This is an optimization exercise on Yosys and OpenROAD, whose aim is small area, a short achievable clock period and few clock cycles per item, not a production implementation.
RTL that was checked went through simulation tests only; none was proved equivalent to the original.

==> inputs of build 40 <==
Design cordic_park_engine, start of the top module:
module cordic_park_engine #(
  parameter int WIDTH       = 16,
  parameter int ANGLE_WIDTH = 16,
  parameter int ITERATIONS  = 14,
  parameter int GUARD_BITS  = 3,
  parameter int GAIN_BITS   = 15,
  parameter int TAG_WIDTH   = 2
) (
  input  logic                          clk,
  input  logic                          rst,
  input  logic                          in_valid,
  output logic                          in_ready,
  input  logic                          mode,
  input  logic signed [WIDTH-1:0]       in_x,
  input  logic signed [WIDTH-1:0]       in_y,
  input  logic [ANGLE_WIDTH-1:0]        angle,
  input  logic [TAG_WIDTH-1:0]          in_tag,
  output logic                          out_valid,
  input  logic                          out_ready,
  output logic signed [WIDTH-1:0]       out_x,
  output logic signed [WIDTH-1:0]       out_y,
  output logic [TAG_WIDTH-1:0]          out_tag,
  output logic                          busy
);
clock: 10.0 ns
lec_check: 0
abc_clock_period_in_ps: 5000
cap_margin: 20
core_margin: 2
core_utilization: 70
cts_buf_list: sky130_fd_sc_hd__clkbuf_4 sky130_fd_sc_hd__clkbuf_8
cts_cluster_diameter: 50
cts_cluster_size: 20
place_density: 0.8
setup_slack_margin: 5
slew_margin: 20
run.sh (not shown) runs the stock make flow with config.mk's settings and CLKGATE_MAP_FILE= SYNTH_SCRIPT=/design/flow/synth_recipe.tcl, a recipe that flattens the netlist after the stock synthesis.
==> trial 63 (differences from build 40) <==
- CORE_UTILIZATION: 70 -> 60
- GPL_ROUTABILITY_DRIVEN: unset -> 0
- GPL_TIMING_DRIVEN: unset -> 1
- PLACE_DENSITY: 0.8 -> 0.72
==> build 89 (differences from build 40) <==
--- a/flow/design.v
+++ b/flow/design.v
@@ -2220,18 +2220,18 @@
   assign h7x_rb[33] = c_1418;
   assign h7x_ra[34] = ~x6_q[20];
   assign h7x_rb[34] = c_1420;
   assign h7x_ra[35] = ~1'b0;
   assign h7x_rb[35] = 1'b0;
   wire [18:0] lo7x = {1'b0, h7x_ra[17:0]} + {1'b0, h7x_rb[17:0]};
-  logic [17:0] ha7x_q, hb7x_q;
+  wire [17:0] hs7x = h7x_ra[35:18] + h7x_rb[35:18];
+  logic [17:0] hs7x_q;
   logic        c7x_q;
   always_ff @(posedge clk) begin
     if (en) begin
-      ha7x_q <= h7x_ra[35:18];
-      hb7x_q <= h7x_rb[35:18];
+      hs7x_q <= hs7x;
       c7x_q  <= lo7x[18];
     end
   end
   wire s_1421 = ~1'b0 ^ y6_q[0];
   wire c_1422 = ~1'b0 & y6_q[0];
   wire s_1423 = ~1'b0 ^ y6_q[0] ^ y6_q[2];
@@ -2607,30 +2607,30 @@
   assign h7y_rb[33] = c_1722;
   assign h7y_ra[34] = ~y6_q[20];
   assign h7y_rb[34] = c_1724;
   assign h7y_ra[35] = ~1'b0;
   assign h7y_rb[35] = 1'b0;
   wire [18:0] lo7y = {1'b0, h7y_ra[17:0]} + {1'b0, h7y_rb[17:0]};
-  logic [17:0] ha7y_q, hb7y_q;
+  wire [17:0] hs7y = h7y_ra[35:18] + h7y_rb[35:18];
+  logic [17:0] hs7y_q;
   logic        c7y_q;
   always_ff @(posedge clk) begin
     if (en) begin
-      ha7y_q <= h7y_ra[35:18];
-      hb7y_q <= h7y_rb[35:18];
+      hs7y_q <= hs7y;
       c7y_q  <= lo7y[18];
     end
   end
   function automatic logic [15:0] sat18(input logic [17:0] r);
     if (r[17:15] == 3'b000 || r[17:15] == 3'b111) sat18 = r[15:0];
     else if (r[17]) sat18 = 16'h8000;
     else sat18 = 16'h7fff;
   endfunction
-  wire [18:0] r8x = {ha7x_q, 1'b1} + {hb7x_q, c7x_q};
-  wire [18:0] r8y = {ha7y_q, 1'b1} + {hb7y_q, c7y_q};
-  wire [15:0] rx = sat18(r8x[18:1]);
-  wire [15:0] ry = sat18(r8y[18:1]);
+  wire [17:0] r8x = hs7x_q + 18'(c7x_q);
+  wire [17:0] r8y = hs7y_q + 18'(c7y_q);
+  wire [15:0] rx = sat18(r8x);
+  wire [15:0] ry = sat18(r8y);
   logic        ov_q;
   logic [15:0] ox_q, oy_q;
   logic [1:0]  ot_q;
   logic        vin;
   assign en  = !ov_q || out_ready;
   assign vin = v_q[7];
- CORE_UTILIZATION: 70 -> 60
- CTS_BUF_LIST: sky130_fd_sc_hd__clkbuf_4 sky130_fd_sc_hd__clkbuf_8 -> sky130_fd_sc_hd__clkbuf_8 sky130_fd_sc_hd__clkbuf_16
- CTS_CLUSTER_DIAMETER: 50 -> 100
- CTS_CLUSTER_SIZE: 20 -> 30
- PLACE_DENSITY: 0.8 -> 0.72
==> build 12 (differences from build 40) <==
- CORE_UTILIZATION: 70 -> 60
- PLACE_DENSITY: 0.8 -> 0.72
==> notes <==
- Setup slack, lowest first: build 89, build 12, trial 63, build 40.
- Against build 12, the non-clock buffer count of build 89 is higher by 82.
- Final area, lowest first: build 89, trial 63, build 12, build 40.
- Of build 40 and trial 63, trial 63 has the higher critical path depth (gap 1).
- Against build 40, the final cell count of trial 63 is higher by about 1.9%.
- In synthesized cell count, build 12 and trial 63 do not differ.
- The highest clock-buffer cell count belongs to build 12, the lowest to build 89.
==> figures <==
|  | trial 63 | build 89 | build 12 | build 40 |
|---|---|---|---|---|
| Status | no timing/DRC/antenna violations | no timing/DRC/antenna violations | no timing/DRC/antenna violations | no timing/DRC/antenna violations |
| Pin slew with the least headroom to its limit | 1.04 ns | 1.00 ns | 1.07 ns | 1.12 ns |
| Mean post-synth cell area | 10.6 um^2 | 10.3 um^2 | 10.6 um^2 | 10.6 um^2 |
| R2R Setup Slk | 5.02 ns | 4.81 ns | 5.02 ns | 5.03 ns |
| Post-synthesis sequential element count | 483 | 451 | 483 | 483 |
| Vias per inst | 5.50 | 5.47 | 5.50 | 5.73 |
| Worst slack on hold paths | 0.427 ns | 0.425 ns | 0.426 ns | 0.421 ns |
| Count of flip-flops with a built-in enable after synthesis | 474 | 442 | 474 | 474 |
| Layout-to-synthesis area ratio | 1.113x | 1.117x | 1.114x | 1.114x |
| Final-layout fill cell count | 6948 | 6994 | 7013 | 4991 |
| Worst Clk Skew | 0.0358 ns | 0.0232 ns | 0.0619 ns | 0.0479 ns |
| Number of tap instances | 1186 | 1186 | 1186 | 1050 |
| Placed inst area | 57800 um^2 | 57700 um^2 | 57800 um^2 | 57600 um^2 |
Testbench counts of build 40, summed over its fixed seeds: cycles 2,472, items 2,400.
Testbench counts of trial 63, summed over its fixed seeds: cycles 2,472, items 2,400.
Testbench counts of build 12, summed over its fixed seeds: cycles 2,472, items 2,400.
No functional check of the RTL was part of build 89.

========
==> sierra <==
==> flow/design.v <==
module cordic_park_engine #(
  parameter int WIDTH       = 16,
  parameter int ANGLE_WIDTH = 16,
  parameter int ITERATIONS  = 14,
  parameter int GUARD_BITS  = 3,
  parameter int GAIN_BITS   = 15,
  parameter int TAG_WIDTH   = 2,
  parameter int MPS         = 2
) (
  input  logic                          clk,
  input  logic                          rst,
  input  logic                          in_valid,
  output logic                          in_ready,
  input  logic                          mode,
  input  logic signed [WIDTH-1:0]       in_x,
  input  logic signed [WIDTH-1:0]       in_y,
  input  logic [ANGLE_WIDTH-1:0]        angle,
  input  logic [TAG_WIDTH-1:0]          in_tag,
  output logic                          out_valid,
  input  logic                          out_ready,
  output logic signed [WIDTH-1:0]       out_x,
  output logic signed [WIDTH-1:0]       out_y,
  output logic [TAG_WIDTH-1:0]          out_tag,
  output logic                          busy
);
  localparam int XW = WIDTH + 2 + GUARD_BITS;
  localparam int ZW = ANGLE_WIDTH + 1;
  localparam int SH = GAIN_BITS + GUARD_BITS;
  localparam int PW = XW + GAIN_BITS + 1;
  localparam int NS = (ITERATIONS + MPS - 1) / MPS;
  function automatic logic [ZW-1:0] atan_entry(input int i);
    case (i)
      0:  atan_entry = ZW'(8192);
      1:  atan_entry = ZW'(4836);
      2:  atan_entry = ZW'(2555);
      3:  atan_entry = ZW'(1297);
      4:  atan_entry = ZW'(651);
      5:  atan_entry = ZW'(326);
      6:  atan_entry = ZW'(163);
      7:  atan_entry = ZW'(81);
      8:  atan_entry = ZW'(41);
      9:  atan_entry = ZW'(20);
      10: atan_entry = ZW'(10);
      11: atan_entry = ZW'(5);
      12: atan_entry = ZW'(3);
      13: atan_entry = ZW'(1);
      default: atan_entry = '0;
    endcase
  endfunction
  localparam int                     K_INT = 19898;
  localparam logic signed [GAIN_BITS:0] K  = (GAIN_BITS + 1)'(K_INT);
  localparam logic signed [ZW-1:0]   P_Q   = ZW'(64'd1 << (ANGLE_WIDTH - 2));
  localparam logic signed [PW-1:0]   HALF  = PW'(64'd1 << (SH - 1));
  localparam logic signed [PW-1:0]   MAXV  = PW'((64'd1 << (WIDTH - 1)) - 64'd1);
  localparam logic signed [PW-1:0]   MINV  = -MAXV - PW'(1);
  function automatic logic signed [WIDTH-1:0] sat(input logic signed [PW-1:0] v);
    if (v > MAXV) sat = MAXV[WIDTH-1:0];
    else if (v < MINV) sat = MINV[WIDTH-1:0];
    else sat = v[WIDTH-1:0];
  endfunction
  function automatic logic signed [WIDTH-1:0] scale(input logic signed [XW-1:0] v);
    logic signed [PW-1:0] p;
    p = PW'(v) * PW'(K);
    scale = sat((p + HALF) >>> SH);
  endfunction
  logic en;
  logic                          v0_q;
  logic                          m0_q;
  logic signed [WIDTH-1:0]       x0_q, y0_q;
  logic [ANGLE_WIDTH-1:0]        a0_q;
  logic [TAG_WIDTH-1:0]          t0_q;
  always_ff @(posedge clk or posedge rst) begin
    if (rst) v0_q <= 1'b0;
    else if (en) v0_q <= in_valid;
  end
  always_ff @(posedge clk) begin
    if (en) begin
      m0_q <= mode;
      x0_q <= in_x;
      y0_q <= in_y;
      a0_q <= angle;
      t0_q <= in_tag;
    end
  end
  logic signed [ANGLE_WIDTH-1:0] phi;
  logic signed [ZW-1:0]          phi_ext, zp;
  logic signed [XW-1:0]          xin, yin, xp, yp;
  always_comb begin
    phi     = m0_q ? $signed(a0_q) : $signed(-a0_q);
    phi_ext = ZW'(phi);
    xin     = XW'(x0_q) <<< GUARD_BITS;
    yin     = XW'(y0_q) <<< GUARD_BITS;
    xp      = xin;
    yp      = yin;
    zp      = phi_ext;
    if (phi_ext >= P_Q) begin
      xp = -yin;
      yp = xin;
      zp = phi_ext - P_Q;
    end else if (phi_ext < -P_Q) begin
      xp = yin;
      yp = -xin;
      zp = phi_ext + P_Q;
    end
  end
  logic signed [XW-1:0] xs_q [1:NS];
  logic signed [XW-1:0] ys_q [1:NS];
  logic signed [ZW-1:0] zs_q [1:NS];
  logic [TAG_WIDTH-1:0] ts_q [1:NS];
  logic                 vs_q [1:NS];
  for (genvar s = 1; s <= NS; s++) begin : g_stage
    logic signed [XW-1:0] xi, yi, xo, yo;
    logic signed [ZW-1:0] zi, zo;
    logic [TAG_WIDTH-1:0] ti;
    logic                 vi;
    if (s == 1) begin : g_first
      assign xi = xp;
      assign yi = yp;
      assign zi = zp;
      assign ti = t0_q;
      assign vi = v0_q;
    end else begin : g_next
      assign xi = xs_q[s-1];
      assign yi = ys_q[s-1];
      assign zi = zs_q[s-1];
      assign ti = ts_q[s-1];
      assign vi = vs_q[s-1];
    end
    always_comb begin
      logic signed [XW-1:0] x, y, xsh, ysh, xn, yn;
      logic                 sub;
      logic signed [ZW-1:0] z;
      x = xi;
      y = yi;
      z = zi;
      for (int i = (s - 1) * MPS; i < s * MPS && i < ITERATIONS; i++) begin
        sub = !z[ZW-1];
        xsh = x >>> i;
        ysh = y >>> i;
        xn  = x + (ysh ^ {XW{sub}}) + XW'(sub);
        yn  = y + (xsh ^ {XW{!sub}}) + XW'(!sub);
        z   = z + ($signed(atan_entry(i)) ^ {ZW{sub}}) + ZW'(sub);
        x   = xn;
        y   = yn;
      end
      xo = x;
      yo = y;
      zo = z;
    end
    always_ff @(posedge clk or posedge rst) begin
      if (rst) vs_q[s] <= 1'b0;
      else if (en) vs_q[s] <= vi;
    end
    always_ff @(posedge clk) begin
      if (en) begin
        xs_q[s] <= xo;
        ys_q[s] <= yo;
        zs_q[s] <= zo;
        ts_q[s] <= ti;
      end
    end
  end
  logic signed [WIDTH-1:0] rx, ry;
  assign rx = scale(xs_q[NS]);
  assign ry = scale(ys_q[NS]);
  logic                    ov_q, kv_q;
  logic signed [WIDTH-1:0] ox_q, oy_q, kx_q, ky_q;
  logic [TAG_WIDTH-1:0]    ot_q, kt_q;
  logic                    take;
  assign en   = !kv_q;
  assign take = ov_q && out_ready;
  always_ff @(posedge clk or posedge rst) begin
    if (rst) begin
      ov_q <= 1'b0;
      kv_q <= 1'b0;
    end else if (kv_q) begin
      if (take) kv_q <= 1'b0;
    end else if (!ov_q || take) begin
      ov_q <= vs_q[NS];
    end else if (vs_q[NS]) begin
      kv_q <= 1'b1;
    end
  end
  always_ff @(posedge clk) begin
    if (kv_q) begin
      if (take) begin
        ox_q <= kx_q;
        oy_q <= ky_q;
        ot_q <= kt_q;
      end
    end else if (!ov_q || take) begin
      if (vs_q[NS]) begin
        ox_q <= rx;
        oy_q <= ry;
        ot_q <= ts_q[NS];
      end
    end else if (vs_q[NS]) begin
      kx_q <= rx;
      ky_q <= ry;
      kt_q <= ts_q[NS];
    end
  end
  logic any_v;
  always_comb begin
    any_v = v0_q | ov_q | kv_q;
    for (int s = 1; s <= NS; s++) any_v = any_v | vs_q[s];
  end
  assign in_ready  = !kv_q && !rst;
  assign out_valid = ov_q;
  assign busy      = any_v;
  assign out_x     = ox_q;
  assign out_y     = oy_q;
  assign out_tag   = ot_q;
endmodule
==> flow/run.sh <==
#!/bin/bash
# synth_recipe.tcl (not shown) runs the flow's synth.tcl, then flattens the netlist and writes it again
# the make line also repeats each setting of config.mk as NAME=value (left out here)
make -C /OpenROAD-flow-scripts/flow DESIGN_CONFIG=/design/flow/config.mk WORK_HOME=/design/flow/orfs CLKGATE_MAP_FILE= SYNTH_SCRIPT=/design/flow/synth_recipe.tcl finish
==> flow/config.mk <==
export PLATFORM = sky130hd
export DESIGN_NAME = cordic_park_engine
export DESIGN_NICKNAME = cordic_park_engine
export VERILOG_FILES = /design/flow/design.v
export SDC_FILE = /design/flow/constraint.sdc
export NUM_CORES = 4
export LEC_CHECK = 0
export CAP_MARGIN = 20
export CORE_MARGIN = 2
export CORE_UTILIZATION = 40
export SLEW_MARGIN = 20
==> flow/constraint.sdc <==
create_clock -name core_clock -period 10.0 [get_ports {clk}]
set_input_delay 2.0000 -clock core_clock [delete_from_list [all_inputs] [get_ports {clk}]]
set_output_delay 2.0000 -clock core_clock [all_outputs]
set_load 0.01 [all_outputs]
==> inputs of willow, as changes to sierra <==
--- a/flow/design.v
+++ b/flow/design.v
@@ -5,7 +5,7 @@
   parameter int GUARD_BITS  = 3,
   parameter int GAIN_BITS   = 15,
   parameter int TAG_WIDTH   = 2,
-  parameter int MPS         = 2
+  parameter int MPS         = 1
 ) (
   input  logic                          clk,
   input  logic                          rst,
@@ -47,6 +47,13 @@
       default: atan_entry = '0;
     endcase
   endfunction
+  function automatic int zw_at(input int i);
+    case (i)
+      0: zw_at = 15;  1: zw_at = 14;  2: zw_at = 14;  3: zw_at = 13;  4: zw_at = 12;
+      5: zw_at = 11;  6: zw_at = 10;  7: zw_at = 9;   8: zw_at = 8;   9: zw_at = 7;
+      10: zw_at = 6;  11: zw_at = 5;  12: zw_at = 4;  13: zw_at = 3;  default: zw_at = 1;
+    endcase
+  endfunction
   localparam int                     K_INT = 19898;
   localparam logic signed [GAIN_BITS:0] K  = (GAIN_BITS + 1)'(K_INT);
   localparam logic signed [ZW-1:0]   P_Q   = ZW'(64'd1 << (ANGLE_WIDTH - 2));
@@ -59,9 +66,11 @@
     else sat = v[WIDTH-1:0];
   endfunction
   function automatic logic signed [WIDTH-1:0] scale(input logic signed [XW-1:0] v);
-    logic signed [PW-1:0] p;
-    p = PW'(v) * PW'(K);
-    scale = sat((p + HALF) >>> SH);
+    logic signed [PW-1:0] w, t3, p;
+    w  = PW'(v);
+    t3 = w + (w <<< 1);
+    p  = (w <<< 14) + (t3 <<< 10) + (w <<< 9) - (w <<< 6) - (t3 <<< 1) + HALF;
+    scale = sat(p >>> SH);
   endfunction
   logic en;
   logic                          v0_q;
@@ -105,7 +114,7 @@
   end
   logic signed [XW-1:0] xs_q [1:NS];
   logic signed [XW-1:0] ys_q [1:NS];
-  logic signed [ZW-1:0] zs_q [1:NS];
+  logic signed [ZW-1:0] zs_q [1:NS];   
   logic [TAG_WIDTH-1:0] ts_q [1:NS];
   logic                 vs_q [1:NS];
   for (genvar s = 1; s <= NS; s++) begin : g_stage
@@ -151,14 +160,17 @@
       if (rst) vs_q[s] <= 1'b0;
       else if (en) vs_q[s] <= vi;
     end
+    localparam int ZR = zw_at(s * MPS);
+    logic signed [ZR-1:0] zr_q;
     always_ff @(posedge clk) begin
       if (en) begin
         xs_q[s] <= xo;
         ys_q[s] <= yo;
-        zs_q[s] <= zo;
+        zr_q    <= zo[ZR-1:0];
         ts_q[s] <= ti;
       end
     end
+    assign zs_q[s] = ZW'(zr_q);
   end
   logic signed [WIDTH-1:0] rx, ry;
   assign rx = scale(xs_q[NS]);
ABC_CLOCK_PERIOD_IN_PS = 5000   (was default)
SETUP_SLACK_MARGIN = 5   (was default)
==> notes <==
Between willow and sierra, the lower critical path depth is in willow (gap 2). First-iteration DRC count is about the same in willow and sierra. Between willow and sierra, the lower die area is in willow (gap 0.22%, measured against sierra). Against sierra, the core utilization of willow is higher by 2.3 points. In willow the global-route usage is lower than in sierra, by 1.2 points. Between willow and sierra, the lower synthesized cell count is in willow (gap 11%, measured against sierra). Of willow and sierra, sierra has the higher wire length (gap 6.2%, measured against sierra). In sierra the count of clock-buffer cells in the layout is lower than in willow, by 36. Between sierra and willow, the lower synthesized area is in willow (gap 0.22%, measured against willow).
Testbench counts of willow, summed over its fixed seeds: cycles 2,528, items 2,400.
For sierra, only the layout was checked, not whether the RTL still works.

==> afterwards: timing with drivers on the ports <==
In the flow no input, the clock included, has a driving cell. The finished layouts below were timed again as built, in two steps.
Step 1: set_driving_cell puts a clkbuf_16 on clk and a buf_2 on each other input, an assumption about the parent block.
Step 2 moves the port delays by t, midway between the first and last clock arrival at a register: inputs arrive t later, outputs are due t later. That takes back most of the time a late clock gives input paths.
a / b / c = ideal / step 1 / step 2; a / b = the first two.
| run | shift t [ns] | setup slack, ns | worst slew at a driven data input, ns | pins driven straight from the clock port |
|---|---|---|---|---|
| build 40 | 0.737 | 5.030 / 5.019 / 4.466 | 0.04 | 1 |
| trial 63 | 0.756 | 5.025 / 5.006 / 4.471 | 0.06 | 1 |
| build 89 | 0.691 | 4.808 / 4.808 / 4.547 | 0.05 | 1 |
| build 12 | 0.783 | 5.016 / 5.016 / 4.551 | 0.06 | 1 |
| sierra | 0.739 | 1.166 / 1.166 / 1.166 | 0.05 | 1 |
| willow | 0.805 | 2.855 / 2.855 / 2.855 | 0.05 | 1 |
After both steps setup and hold are still met in every run listed. The setup slack of build 40, which loses most, moves by -0.011 ns with the drivers and by -0.564 ns with both steps.
